From an optimization exercise on the open Yosys and OpenROAD flow, aimed at small area; shortcuts taken in it are not production practice.
RTL that was checked went through simulation tests only; none was proved equivalent to the original.

==> build 48: inputs <==
Design delay_calc_top, start of the top module:
module delay_calc_top (
    input  logic                                 clk,
    input  logic                                 reset,
    input  logic                                 start,
    input  logic signed [delay_pkg::coord_w-1:0] x_elem,
    input  logic signed [delay_pkg::coord_w-1:0] z_elem,
    input  logic signed [delay_pkg::coord_w-1:0] x_focus,
    input  logic signed [delay_pkg::coord_w-1:0] z_focus,
    input  logic        [delay_pkg::elem_w-1:0]  elem,
    output logic        [delay_pkg::delay_w-1:0] delay_out,
    output logic        [delay_pkg::elem_w-1:0]  elem_out,
    output logic                                 done
);
Settings: LEC_CHECK=0, CAP_MARGIN=20, CORE_MARGIN=2, CORE_UTILIZATION=40, GPL_TIMING_DRIVEN=0, SLEW_MARGIN=20; clock period 7.5 ns.
standard.sh (not shown) runs the stock make flow with config.mk's settings and CLKGATE_MAP_FILE= SYNTH_SCRIPT=/design/flow/synth_recipe.tcl, a recipe that flattens the netlist after the stock synthesis.
==> flow/flow/run.sh <==
#!/bin/bash
# Layout flow: the standard flow (standard.sh) with these changes to how the layout is
# made:
#  - after the standard synthesis, polarity.py re-balances the inverters around the
#    adder, xor and other complementable cells (registers and ports untouched);
#  - the port buffers are sky130_fd_sc_hd__buf_1 cells;
#  - clock tree synthesis adds no dummy loads and uses clkbuf_8 cells;
#  - the buffers ABC inserted are removed at floorplan (repair adds back what timing needs).
# Each tool's output goes to a log file in this folder (ORFS's own logs stay under orfs/logs).
set -euo pipefail
W=$PWD
{
  echo "include $W/config.mk"
  echo "export BUFFER_PORTS_ARGS = -buffer_cell sky130_fd_sc_hd__buf_1"
  echo "export CTS_ARGS = -sink_clustering_enable -repair_clock_nets -dont_use_dummy_load -buf_list sky130_fd_sc_hd__clkbuf_8"
  echo "export REMOVE_ABC_BUFFERS = 1"
} > "$W/own_config.mk"
sed "s#DESIGN_CONFIG=[^ ]*#DESIGN_CONFIG=$W/own_config.mk#" standard.sh > "$W/own_standard.sh"
bash "$W/own_standard.sh" synth > "$W/own_synth.log" 2>&1
R=$(ls -d "$W"/orfs/results/*/delay_calc_top/base)
openroad -python -exit "$W/flow/polarity.py" "$R/1_synth.odb" "$R/1_synth.odb" > "$W/own_polarity.log" 2>&1
bash "$W/own_standard.sh" > "$W/own_flow.log" 2>&1
Other scripts of this flow, unchanged in this note and not shown: flow/flow/polarity.py
==> build 81 (differences from build 48) <==
--- a/flow/design.v
+++ b/flow/design.v
@@ -175,13 +175,14 @@
     logic n276, n277, n278, n279, n280, n281, n282, n283, n284, n285, n286, n287;
     logic n288, n289, n290, n291, n292, n293, n294, n295, n296, n297, n298, n299;
     logic n300, n301, n302, n303, n304, n305, n306, n307, n308, n309, n310, n311;
     logic n312, n313, n314, n315, n316, n317, n318, n319, n320, n321, n322, n323;
     logic n324, n325, n326, n327, n328, n329, n330, n331, n332, n333, n334, n335;
     logic n336, n337, n338, n339, n340, n341, n342, n343, n344, n345, n346, n347;
-    logic n348, n349, n350, n351, n352, n353;
+    logic n348, n349, n350, n351, n352, n353, n354, n355, n356, n357, n358, n359;
+    logic n360, n361, n362, n363, n364, n365, n366, n367, n368, n369, n370, n371;
     assign n0 = dx[0] & dx[1];
     assign n1 = dx[0] & dx[2];
     assign n2 = dx[0] & dx[3];
     assign n3 = dx[0] & dx[4];
     assign n4 = dx[0] & dx[5];
     assign n5 = dx[0] & dx[6];
@@ -518,25 +519,43 @@
     assign n336 = n295 ^ n296 ^ n335;
     assign n337 = (n295 & n296) | (n295 & n335) | (n296 & n335);
     assign n338 = n297 ^ n298 ^ n337;
     assign n339 = (n297 & n298) | (n297 & n337) | (n298 & n337);
     assign n340 = n299 ^ n300 ^ n339;
     assign n341 = (n299 & n300) | (n299 & n339) | (n300 & n339);
-    assign n342 = n301 ^ n302 ^ n341;
-    assign n343 = (n301 & n302) | (n301 & n341) | (n302 & n341);
+    assign n342 = n301 ^ n302;
+    assign n343 = n301 & n302;
     assign n344 = n303 ^ n304 ^ n343;
     assign n345 = (n303 & n304) | (n303 & n343) | (n304 & n343);
     assign n346 = n305 ^ n306 ^ n345;
     assign n347 = (n305 & n306) | (n305 & n345) | (n306 & n345);
     assign n348 = n307 ^ n308 ^ n347;
     assign n349 = (n307 & n308) | (n307 & n347) | (n308 & n347);
     assign n350 = n309 ^ n310 ^ n349;
     assign n351 = (n309 & n310) | (n309 & n349) | (n310 & n349);
     assign n352 = n273 ^ n311 ^ n351;
     assign n353 = (n273 & n311) | (n273 & n351) | (n311 & n351);
-    assign sum_sq = {n352, n350, n348, n346, n344, n342, n340, n338, n336, n334, n332, n330, n328, n326, n324, n322, n320, n318, n316, n314, n313, n312};
+    assign n354 = ~(n301 ^ n302);
+    assign n355 = n301 | n302;
+    assign n356 = n303 ^ n304 ^ n355;
+    assign n357 = (n303 & n304) | (n303 & n355) | (n304 & n355);
+    assign n358 = n305 ^ n306 ^ n357;
+    assign n359 = (n305 & n306) | (n305 & n357) | (n306 & n357);
+    assign n360 = n307 ^ n308 ^ n359;
+    assign n361 = (n307 & n308) | (n307 & n359) | (n308 & n359);
+    assign n362 = n309 ^ n310 ^ n361;
+    assign n363 = (n309 & n310) | (n309 & n361) | (n310 & n361);
+    assign n364 = n273 ^ n311 ^ n363;
+    assign n365 = (n273 & n311) | (n273 & n363) | (n311 & n363);
+    assign n366 = n341 ? n354 : n342;
+    assign n367 = n341 ? n356 : n344;
+    assign n368 = n341 ? n358 : n346;
+    assign n369 = n341 ? n360 : n348;
+    assign n370 = n341 ? n362 : n350;
+    assign n371 = n341 ? n364 : n352;
+    assign sum_sq = {n371, n370, n369, n368, n367, n366, n340, n338, n336, n334, n332, n330, n328, n326, n324, n322, n320, n318, n316, n314, n313, n312};
 endmodule
 `default_nettype wire
 `default_nettype none
 module isqrt_steps_0_6 (
     input  logic [15:0] t_in,
     output logic [7:0] r_out,
==> notes <==
Build 81 produced a clean layout. Build 48 completed and failed the layout checks on negative setup slack. Sequential cell count is the same in build 48 and build 81. Of build 48 and build 81, build 48 has the higher area after synthesis (gap 0.57%, measured against build 81). Setup slack: build 81 is better than build 48 (890 ps). Against build 81, the worst hold slack of build 48 is higher by 2.1 ps. Of build 48 and build 81, build 48 has the higher non-clock buffer count (gap 3). Clock-buffer cell count is the same in build 81 and build 48. In build 48 the sequential share of layout area is lower than in build 81, by 0.29 points.
==> figures <==
| quantity | build 48 | build 81 |
|---|---|---|
| Total number of cells along the worst setup path | 23 | 24 |
| Count of endpoints failing setup in the final report | 1 | 0 |
| Run status | finished with violations | finished clean |
| Violated checks | negative setup slack | - |
| Final core occ | 45.7% | 45.0% |
| Startpoint of the most critical register-to-register path | p1_dx[3]$_DFF_P_ | p1_dx[5]$_DFF_P_ |
| Chip height | 137 µm | 137 µm |
| Number of non-filler instances in the completed layout | 959 | 976 |
| Routed length on met3 | 554 µm | 579 µm |
| Starting DRC count in detailed routing | 156 | 188 |
| Routed wl met2 | 6.92 mm | 6.10 mm |
| Number of fill cells | 1639 | 1656 |
| Worst slack, placed | -1920 ps | -265 ps |
| Non-clock buffer share | 5.17% | 4.88% |
| Launching instance or port of the critical path | p1_dx[3]$_DFF_P_ | p1_dx[5]$_DFF_P_ |
| Post-DR wirelength/cell | 14.3 µm | 13.1 µm |
Function not checked in build 48: the RTL went through the layout flow alone.

static timing again, ports no longer ideal:
Ports are ideal in the flow. The routed layouts listed here were re-timed in OpenROAD.
Step 1 assumes that a clkbuf_16 drives the clock port and a buf_2 every other input.
Step 2 moves the port delays by t, midway between the first and last clock arrival at a register: inputs arrive t later, outputs are due t later. That takes back most of the time a late clock gives input paths.
Three values: ideal ports, drivers, drivers and shift; two values: the first two.
run | t (ns) | setup WS [ns] | worst setup path after step 2 | worst register clock-pin slew, ns | worst slew at a driven data input, ns
build 48 | 0.393 | -0.608 / -0.608 / -0.608 | register to register | 0.09 / 0.09 | 0.04
build 81 | 0.394 | 0.285 / 0.285 / 0.285 | register to register | 0.10 / 0.10 | 0.04
